Context: an optimization exercise on an open-source flow, tuned for small area, a short achievable clock period and few clock cycles per item. The choices shown serve that exercise and are no tape-out recipe.
At most, simulation tests tie the RTL to the original design; equivalence was not proved.
No activity file was given, so power comes from the tool's default toggle rates.

Setup of 04-05:
// hash_ring_node_table
module hash_ring_node_table (
  input  logic         clk,
  input  logic         rst_n,
  input  logic         in_valid,
  output logic         in_ready,
  input  logic [1:0]   in_opcode,
  input  logic [7:0]   in_key_byte,
  input  logic         in_last_byte,
  input  logic [31:0]  in_node_address,
  input  logic [15:0]  in_node_port,
  output logic         out_valid,
  input  logic         out_ready,
  output logic [1:0]   out_status,
  output logic [31:0]  out_found_address,
  output logic [15:0]  out_found_port,
  output logic [31:0]  out_key_hash
);
export LEC_CHECK = 0
export ABC_CLOCK_PERIOD_IN_PS = 2300
export CAP_MARGIN = 20
export CORE_MARGIN = 2
export CORE_UTILIZATION = 40
export CTS_CLUSTER_DIAMETER = 100
export CTS_CLUSTER_SIZE = 25
export PLACE_DENSITY = 0.6
export SETUP_SLACK_MARGIN = 2.5
export SLEW_MARGIN = 20
export TNS_END_PERCENT = 30
create_clock -name core_clock -period 5.0 [get_ports {clk}]
standard.sh (not shown) runs the stock make flow with config.mk's settings and CLKGATE_MAP_FILE= SYNTH_SCRIPT=/design/flow/synth_recipe.tcl, a recipe that flattens the netlist after the stock synthesis.
==> flow/flow/run.sh <==
#!/bin/bash
# The standard layout (the standard.sh: standard synthesis and ORFS on all steps), with
# one change: the buffers ORFS puts on the input and output ports are buf_4 cells instead of
# the default smallest buffer (a slow delay cell), so the port paths are not held back.
set -euo pipefail
export BUFFER_PORTS_ARGS="-buffer_cell sky130_fd_sc_hd__buf_4"
bash standard.sh > standard_flow.log 2>&1
Testbench counts of 04-05, summed over its fixed seeds: cycles 28,572, items 2,400.
diff inputs: 04-05 => 01-10
==> flow/run.sh (new file) <==
#!/bin/bash
# synth_recipe.tcl (not shown) runs the flow's synth.tcl, then flattens the netlist and writes it again
# the make line also repeats each setting of config.mk as NAME=value (left out here)
make -C /OpenROAD-flow-scripts/flow DESIGN_CONFIG=/design/flow/config.mk WORK_HOME=/design/flow/orfs CLKGATE_MAP_FILE= SYNTH_SCRIPT=/design/flow/synth_recipe.tcl finish
removed: flow/flow/run.sh
removed: flow/standard.sh
Findings:
In 01-10 the global-route usage turned out 0.17 points lower than in 04-05.
Diff 04-05 -> 01-10: shortest clock period the worst path allows after layout now sits higher; starting density of the core now sits at about the same level.


## onyx
hash_ring_node_table, a different RTL version from the one above (not shown whole).
Size in the first run: roughly 150 I/O pins.
==> flow/config.mk <==
export PLATFORM = sky130hd
export DESIGN_NAME = hash_ring_node_table
export DESIGN_NICKNAME = hash_ring_node_table
export VERILOG_FILES = /design/flow/design.v
export SDC_FILE = /design/flow/constraint.sdc
export NUM_CORES = 4
export LEC_CHECK = 0
export CAP_MARGIN = 20
export CORE_MARGIN = 2
export CORE_UTILIZATION = 40
export CTS_CLUSTER_DIAMETER = 60
export CTS_CLUSTER_SIZE = 20
export PLACE_DENSITY = 0.65
export SETUP_SLACK_MARGIN = 2.5
export SLEW_MARGIN = 20
export TNS_END_PERCENT = 30
==> flow/constraint.sdc <==
create_clock -name core_clock -period 5.0 [get_ports {clk}]
set_input_delay 1.0000 -clock core_clock [delete_from_list [all_inputs] [get_ports {clk}]]
set_output_delay 1.0000 -clock core_clock [all_outputs]
set_load 0.01 [all_outputs]
==> flow/flow/run.sh <==
#!/bin/bash
# The standard layout (the standard.sh: standard synthesis and ORFS on all steps), with
# one change: the buffers ORFS puts on the input and output ports are buf_4 cells instead of
# the default smallest buffer (a slow delay cell), so the port paths are not held back.
set -euo pipefail
export BUFFER_PORTS_ARGS="-buffer_cell sky130_fd_sc_hd__buf_4"
bash standard.sh > standard_flow.log 2>&1
Testbench counts of onyx, summed over its fixed seeds: cycles 28,659, items 2,400.
Inputs modified between onyx and harbor:
# onyx
export LEC_CHECK = 0
export CAP_MARGIN = 20
export CORE_MARGIN = 2
export CORE_UTILIZATION = 40
export CTS_CLUSTER_DIAMETER = 60
export CTS_CLUSTER_SIZE = 20
export PLACE_DENSITY = 0.65
export SETUP_SLACK_MARGIN = 2.5
export SLEW_MARGIN = 20
export TNS_END_PERCENT = 30
create_clock -name core_clock -period 5.0 [get_ports {clk}]
# harbor
export LEC_CHECK = 0
export ABC_CLOCK_PERIOD_IN_PS = 2300
export CAP_MARGIN = 20
export CORE_MARGIN = 2
export CORE_UTILIZATION = 40
export CTS_CLUSTER_DIAMETER = 100
export CTS_CLUSTER_SIZE = 25
export PLACE_DENSITY = 0.6
export SETUP_SLACK_MARGIN = 2.5
export SLEW_MARGIN = 20
export TNS_END_PERCENT = 30
create_clock -name core_clock -period 5.0 [get_ports {clk}]
Results
Changes observed in harbor relative to onyx: sequential cell count shows no meaningful change; overall fraction of global-route tracks in use did not really move; final clock period utilization by the worst path went down; power drawn by the clock network shows a reduction of about 18%; arrival time at the worst endpoint now smaller.
Relative to onyx, the final cell area reported for harbor is lower.
Going from onyx to harbor, post-layout net count stayed essentially flat, final critical delay including setup and external delays fell by 0.030 ns.
## Diff of input files: yarrow against harbor
# harbor
export LEC_CHECK = 0
export ABC_CLOCK_PERIOD_IN_PS = 2300
export CAP_MARGIN = 20
export CORE_MARGIN = 2
export CORE_UTILIZATION = 40
export CTS_CLUSTER_DIAMETER = 100
export CTS_CLUSTER_SIZE = 25
export PLACE_DENSITY = 0.6
export SETUP_SLACK_MARGIN = 2.5
export SLEW_MARGIN = 20
export TNS_END_PERCENT = 30
create_clock -name core_clock -period 5.0 [get_ports {clk}]
# yarrow
export LEC_CHECK = 0
export CAP_MARGIN = 20
export CORE_MARGIN = 2
export CORE_UTILIZATION = 50
export CTS_CLUSTER_DIAMETER = 100
export CTS_CLUSTER_SIZE = 25
export PLACE_DENSITY = 0.7
export SETUP_SLACK_MARGIN = 2.6
export SLEW_MARGIN = 20
export TNS_END_PERCENT = 30
create_clock -name core_clock -period 5.0 [get_ports {clk}]
## What came out
Per the comparison of yarrow with harbor, fraction of final layout cells sized beyond drive strength 1 went down by 0.92 points; critical path depth went down 4.
Power dissipated in the clock network was higher in the run labelled harbor.
met1 usage in global routing in yarrow is 4.4 points above harbor.
Compare harbor and yarrow | clock skew higher: yarrow
Die area for yarrow is lower than for harbor.
Taking harbor as the reference point, the via count of yarrow rises by 0.83%.
Register-to-register setup slack, harbor and yarrow: larger value in harbor
Re final design instance area without fill: harbor and yarrow aren't equal, and the lower value belongs to yarrow.
Final critical-path required period in yarrow is 0.056 ns above harbor.
Against harbor, yarrow reports a insertion delay to the later sink of the worst-skew pair that is higher.
### yarrow -> ember
# yarrow
export LEC_CHECK = 0
export CAP_MARGIN = 20
export CORE_MARGIN = 2
export CORE_UTILIZATION = 50
export CTS_CLUSTER_DIAMETER = 100
export CTS_CLUSTER_SIZE = 25
export PLACE_DENSITY = 0.7
export SETUP_SLACK_MARGIN = 2.6
export SLEW_MARGIN = 20
export TNS_END_PERCENT = 30
create_clock -name core_clock -period 5.0 [get_ports {clk}]
# ember
export LEC_CHECK = 0
export CAP_MARGIN = 20
export CORE_MARGIN = 2
export CORE_UTILIZATION = 45
export CTS_BUF_LIST = sky130_fd_sc_hd__clkbuf_16 sky130_fd_sc_hd__clkbuf_8 sky130_fd_sc_hd__clkbuf_4
export CTS_CLUSTER_DIAMETER = 100
export CTS_CLUSTER_SIZE = 25
export PLACE_DENSITY = 0.65
export SETUP_SLACK_MARGIN = 2.6
export SLEW_MARGIN = 20
export TNS_END_PERCENT = 30
create_clock -name core_clock -period 5.0 [get_ports {clk}]
[summary]
- ember gives more cell count than yarrow did.
- Measured against each other, ember and yarrow differ in routed length on met3, the lower figure coming from ember.
- As of ember, count of placed standard cells including taps had risen by a few percent compared to yarrow.
- ember: final area higher than yarrow
- Number of hold-slack violations in the final timing report: ember vs yarrow identical
- Relative to yarrow, number of global-route vias before repair has gone up in ember.
Inputs modified between ember and nickel:
# ember
export LEC_CHECK = 0
export CAP_MARGIN = 20
export CORE_MARGIN = 2
export CORE_UTILIZATION = 45
export CTS_BUF_LIST = sky130_fd_sc_hd__clkbuf_16 sky130_fd_sc_hd__clkbuf_8 sky130_fd_sc_hd__clkbuf_4
export CTS_CLUSTER_DIAMETER = 100
export CTS_CLUSTER_SIZE = 25
export PLACE_DENSITY = 0.65
export SETUP_SLACK_MARGIN = 2.6
export SLEW_MARGIN = 20
export TNS_END_PERCENT = 30
create_clock -name core_clock -period 5.0 [get_ports {clk}]
# nickel
export LEC_CHECK = 0
export CAP_MARGIN = 20
export CORE_MARGIN = 2
export CORE_UTILIZATION = 40
export CTS_CLUSTER_DIAMETER = 100
export CTS_CLUSTER_SIZE = 25
export PLACE_DENSITY = 0.6
export SETUP_SLACK_MARGIN = 2.5
export SLEW_MARGIN = 20
export TNS_END_PERCENT = 30
create_clock -name core_clock -period 5.0 [get_ports {clk}]
Notes after the runs:
- NOTE non-filler instance count after layout ember->nickel increased by a few percent
- Changes observed in nickel relative to ember: number of vias per cell after detailed routing went down by 5.2%; sequential group share of total power went up by 0.4 points; share of final layout cell area taken by clock buffers and inverters dropped 0.33 points.
- Layout overhead on the synthesized area: nickel vs ember — no meaningful difference
- Between ember and nickel, tap cell instance count increased.
- There was hardly any difference in insertion delay to the later sink of the worst-skew pair between ember and nickel.
- In nickel, the net switching power came out about 1.2% above the value in ember.


hash_ring_node_table, a different RTL version from the one above (not shown whole).
Size: roughly 3400 cells after synthesis, roughly 150 I/O pins, roughly 0.049 mm2 of cells after synthesis.
==> flow/config.mk <==
export PLATFORM = sky130hd
export DESIGN_NAME = hash_ring_node_table
export DESIGN_NICKNAME = hash_ring_node_table
export VERILOG_FILES = /design/flow/design.v
export SDC_FILE = /design/flow/constraint.sdc
export NUM_CORES = 4
export LEC_CHECK = 0
export ABC_CLOCK_PERIOD_IN_PS = 2300
export CAP_MARGIN = 20
export CORE_MARGIN = 2
export CORE_UTILIZATION = 40
export CTS_CLUSTER_DIAMETER = 100
export CTS_CLUSTER_SIZE = 25
export PLACE_DENSITY = 0.6
export SETUP_SLACK_MARGIN = 2.5
export SLEW_MARGIN = 20
export TNS_END_PERCENT = 30
==> flow/constraint.sdc <==
create_clock -name core_clock -period 5.0 [get_ports {clk}]
set_input_delay 1.0000 -clock core_clock [delete_from_list [all_inputs] [get_ports {clk}]]
set_output_delay 1.0000 -clock core_clock [all_outputs]
set_load 0.01 [all_outputs]
Scripts as last shown in full above: flow/flow/run.sh
==> next run, changes <==
--- a/flow/config.mk
+++ b/flow/config.mk
@@ -8 +7,0 @@
-export ABC_CLOCK_PERIOD_IN_PS = 2300
After rerunning: The new run went through all stages and came out clean; design area does not change; setup slack is unchanged; die area stays the same; first-iteration DRC count stays the same; sequential power stays flat; clock-buffer cell count does not change; clock power barely changes; synthesized cell count is unchanged; power is unchanged.
Function was not checked in any run of this note: the RTL went through the layout flow alone.


v4:
RTL: one of the versions met above, not the one the previous note started from.
For scale: roughly 3300 cells after synthesis, ~1700 flip-flops, ~150 I/O pins.
clock: 5.0 ns
lec_check: 0
cap_margin: 20
core_margin: 2
core_utilization: 45
cts_buf_list: sky130_fd_sc_hd__clkbuf_8
cts_cluster_diameter: 60
cts_cluster_size: 16
place_density: 0.65
setup_slack_margin: 2.6
slew_margin: 20
tns_end_percent: 30
Scripts as last shown in full above: flow/flow/run.sh
v4 did not stop at any stage, and its layout met the timing, design-rule and antenna checks.
Testbench counts of v4, summed over its fixed seeds: cycles 28,659, items 2,400.
#### Input delta (v38 over v4)
Settings: clearing CTS_BUF_LIST, which used to be sky130_fd_sc_hd__clkbuf_8; swapping 2.6 for 2.55 in SETUP_SLACK_MARGIN; swapping 16 for 25 in CTS_CLUSTER_SIZE; swapping 60 for 100 in CTS_CLUSTER_DIAMETER; swapping 30 for 40 in TNS_END_PERCENT.
[summary]
Simple-gate area share of the yosys netlist came out exactly the same in v38 and v4.
v38 and v4 ended up with nearly the same count of multi-input gates.
Diff v4 -> v38: share of the clock period used by the worst path lower, proportion of cell area spent on the clock network now sits lower.
The inputs of v15 differ from those of v38 as listed below.
Settings: changing CORE_UTILIZATION from 45 to 40; changing TNS_END_PERCENT from 40 to 50; changing SETUP_SLACK_MARGIN from 2.55 to 2.6; changing PLACE_DENSITY from 0.65 to 0.6.
==> notes.md <==
Post-route standard cell area excluding fillers delta (v38 -> v15): insignificant
The sequential share of cell area on v38 is in line with that on v15.
Looking at maximum number of pins on one net before global-route repair, v15 sits below v38.
sky130_fd_sc_hd__edfxtp_1 as the slowest library cell on the worst path was reported by v38, and sky130_fd_sc_hd__nor4_4 by v15.
| total number of nets in the final design | higher: v38 |
### v15 -> v54
Settings: changing SETUP_SLACK_MARGIN from 2.6 to 2.5; changing PLACE_DENSITY from 0.6 to 0.7; changing TNS_END_PERCENT from 50 to 30; changing CORE_UTILIZATION from 40 to 55.
### Flow results
- Share of async-settable or async-resettable flops after synthesis came out exactly the same in v15 and v54.
- Comparing die area for v15 and v54, the bigger number came from v15.
- Design internal power for v54 is lower than for v15.
- Number of global-route vias before repair (v54 over v15): increase, 121
- From v15 to v54, proportion of synthesized chip area in sequential cells did not move at all.


Another version of the RTL of hash_ring_node_table (not shown whole).
Size: ~150 I/O pins, about 49000 sq um of cells after synthesis.
==> flow/config.mk <==
export PLATFORM = sky130hd
export DESIGN_NAME = hash_ring_node_table
export DESIGN_NICKNAME = hash_ring_node_table
export VERILOG_FILES = /design/flow/design.v
export SDC_FILE = /design/flow/constraint.sdc
export NUM_CORES = 4
export LEC_CHECK = 0
export ABC_CLOCK_PERIOD_IN_PS = 2300
export CAP_MARGIN = 20
export CORE_MARGIN = 2
export CORE_UTILIZATION = 40
export PLACE_DENSITY = 0.6
export SETUP_SLACK_MARGIN = 2.7
export SLEW_MARGIN = 20
export TNS_END_PERCENT = 10
==> flow/constraint.sdc <==
create_clock -name core_clock -period 5.0 [get_ports {clk}]
set_input_delay 1.0000 -clock core_clock [delete_from_list [all_inputs] [get_ports {clk}]]
set_output_delay 1.0000 -clock core_clock [all_outputs]
set_load 0.01 [all_outputs]
run.sh (not shown) runs the stock make flow with config.mk's settings and CLKGATE_MAP_FILE= SYNTH_SCRIPT=/design/flow/synth_recipe.tcl, a recipe that flattens the netlist after the stock synthesis.
Stock flow here: none of the scripts above is used.
The baseline went through all stages and came out clean.
Next try:
Settings changed: SETUP_SLACK_MARGIN 2.7 to 2.3, TNS_END_PERCENT 10 to default.
Result: Worst setup slack is better by 0.074 ns; routed wire length fell by about 5.4%; sequential share of layout area rises by 1.8 points; count of clock-buffer cells in the layout came out lower by 5; utilization fell by 1.5 points; combinational power falls by 16%.
No run of this note included a check of the RTL's function; only the layout flow was run.


== maple ==
hash_ring_node_table with an RTL version that a note above also has.
Size: ~3300 cells after synthesis, about 1700 flip-flops, roughly 49000 sq um of cells after synthesis.
Settings: LEC_CHECK=0, CAP_MARGIN=20, CORE_MARGIN=2, CORE_UTILIZATION=45, CTS_CLUSTER_DIAMETER=100, CTS_CLUSTER_SIZE=25, PLACE_DENSITY=0.65, SETUP_SLACK_MARGIN=2.6, SLEW_MARGIN=20, TNS_END_PERCENT=30; clock period 5.0 ns.
standard.sh (not shown) runs the stock make flow with config.mk's settings and CLKGATE_MAP_FILE= SYNTH_SCRIPT=/design/flow/synth_recipe.tcl, a recipe that flattens the netlist after the stock synthesis.
Scripts as last shown in full above: flow/flow/run.sh
Testbench counts of maple, summed over its fixed seeds: cycles 28,659, items 2,400.
Modified inputs, cedar compared to maple
- changing CAP_MARGIN from 20 to 0
- changing SLEW_MARGIN from 20 to 0
==> notes.md <==
Going from maple to cedar, clock-buffer cell count went down; minimum period implied by the final worst setup slack fell by 0.022 ns; number of multi-input logic gates has remained practically unchanged. Per the comparison of cedar with maple, fraction of area in multi-input gates rose by 0.26 points, core utilization rose by 0.16 points.
Input changes introduced in indigo (baseline for comparison: cedar):
- ABC_CLOCK_PERIOD_IN_PS now 2300, previously not set
- CORE_UTILIZATION now 40, was 45
- PLACE_DENSITY now 0.6, was 0.65
- CAP_MARGIN now 20, was 0
- SETUP_SLACK_MARGIN now 2.7, was 2.6
- SLEW_MARGIN now 20, was 0
## What came out
- After detailed routing, cedar needs less wire than indigo.
- Having completed the whole flow, indigo delivered a layout that passed the timing, design-rule and antenna checks.
- Summary — wire length of the first global-routing pass, indigo relative to cedar: higher, by 1.8%.
- Compared indigo against cedar; register share of the cell area within noise.
- As far as buffer depth of the longest clock path goes, cedar and indigo are indistinguishable; the numbers are identical.
- cedar has higher global-route track usage on met3 than indigo.

==> static timing again, ports no longer ideal <==
The flow's constraints put no driver on any port. The routed layouts listed below were extracted and timed again, unchanged, in two steps.
Step 1 (the two cells are an assumption about what drives the block):
set clk [get_ports {clk}]
set_driving_cell -lib_cell sky130_fd_sc_hd__clkbuf_16 $clk
set_driving_cell -lib_cell sky130_fd_sc_hd__buf_2 [delete_from_list [all_inputs] $clk]
Step 2, shift: input delay + t, output delay - t, t = (earliest + latest rising clock arrival at the registers) / 2. This alone moves slack from input paths to output paths.
Three values: ideal ports, drivers, drivers and shift; two values: the first two.
| run | t, ns | slack for setup (ns) | worst hold slack (ns) | worst setup path at the end | latest minus earliest clock arrival (ns) |
|---|---|---|---|---|---|
| 04-05 | 0.736 | 2.503 / 2.503 / 1.919 | 0.298 / 0.298 / 0.298 | input to register | 0.066 / 0.065 |
| 01-10 | 0.741 | 2.372 / 2.392 / 1.669 | 0.309 / 0.309 / 0.309 | input to register | 0.045 / 0.044 |
| onyx | 0.786 | 2.452 / 2.452 / 1.767 | 0.296 / 0.296 / 0.296 | input to register | 0.071 / 0.071 |
| harbor | 0.748 | 2.482 / 2.460 / 1.879 | 0.319 / 0.319 / 0.319 | input to register | 0.046 / 0.045 |
| yarrow | 0.740 | 2.425 / 2.425 / 1.992 | 0.296 / 0.296 / 0.296 | input to register | 0.046 / 0.047 |
| ember | 0.738 | 2.491 / 2.443 / 1.862 | 0.306 / 0.306 / 0.306 | input to register | 0.050 / 0.049 |
| nickel | 0.748 | 2.482 / 2.460 / 1.879 | 0.319 / 0.319 / 0.319 | input to register | 0.046 / 0.045 |
| the first run of note 3 | 0.756 | 2.151 / 2.151 / 1.744 | 0.305 / 0.305 / 0.305 | input to register | 0.038 / 0.039 |
| the second run of note 3 | 0.756 | 2.151 / 2.151 / 1.744 | 0.305 / 0.305 / 0.305 | input to register | 0.038 / 0.039 |
| v4 | 0.883 | 2.382 / 2.316 / 1.879 | 0.303 / 0.299 / 0.303 | input to register | 0.073 / 0.073 |
| v38 | 0.732 | 2.464 / 2.435 / 1.971 | 0.311 / 0.311 / 0.311 | input to register | 0.043 / 0.043 |
| v15 | 0.738 | 2.364 / 2.364 / 1.952 | 0.308 / 0.308 / 0.308 | input to register | 0.053 / 0.054 |
| v54 | 0.716 | 2.421 / 2.421 / 1.765 | 0.311 / 0.311 / 0.311 | input to register | 0.050 / 0.051 |
| the first run of note 5 | 0.835 | 2.242 / 2.242 / 1.502 | 0.304 / 0.304 / 0.304 | input to register | 0.038 / 0.038 |
| the second run of note 5 | 0.843 | 2.316 / 2.300 / 1.463 | 0.306 / 0.306 / 0.306 | input to register | 0.027 / 0.027 |
| maple | 0.736 | 2.488 / 2.449 / 1.884 | 0.305 / 0.305 / 0.305 | input to register | 0.052 / 0.052 |
| cedar | 0.740 | 2.509 / 2.473 / 1.896 | 0.311 / 0.311 / 0.311 | input to register | 0.036 / 0.036 |
| indigo | 0.740 | 2.331 / 2.331 / 1.931 | 0.309 / 0.309 / 0.309 | input to register | 0.053 / 0.053 |
After both steps every run listed still meets setup and hold. The setup slack of the second run of note 5, which loses most, moves by -0.016 ns with the drivers and by -0.853 ns with both steps.
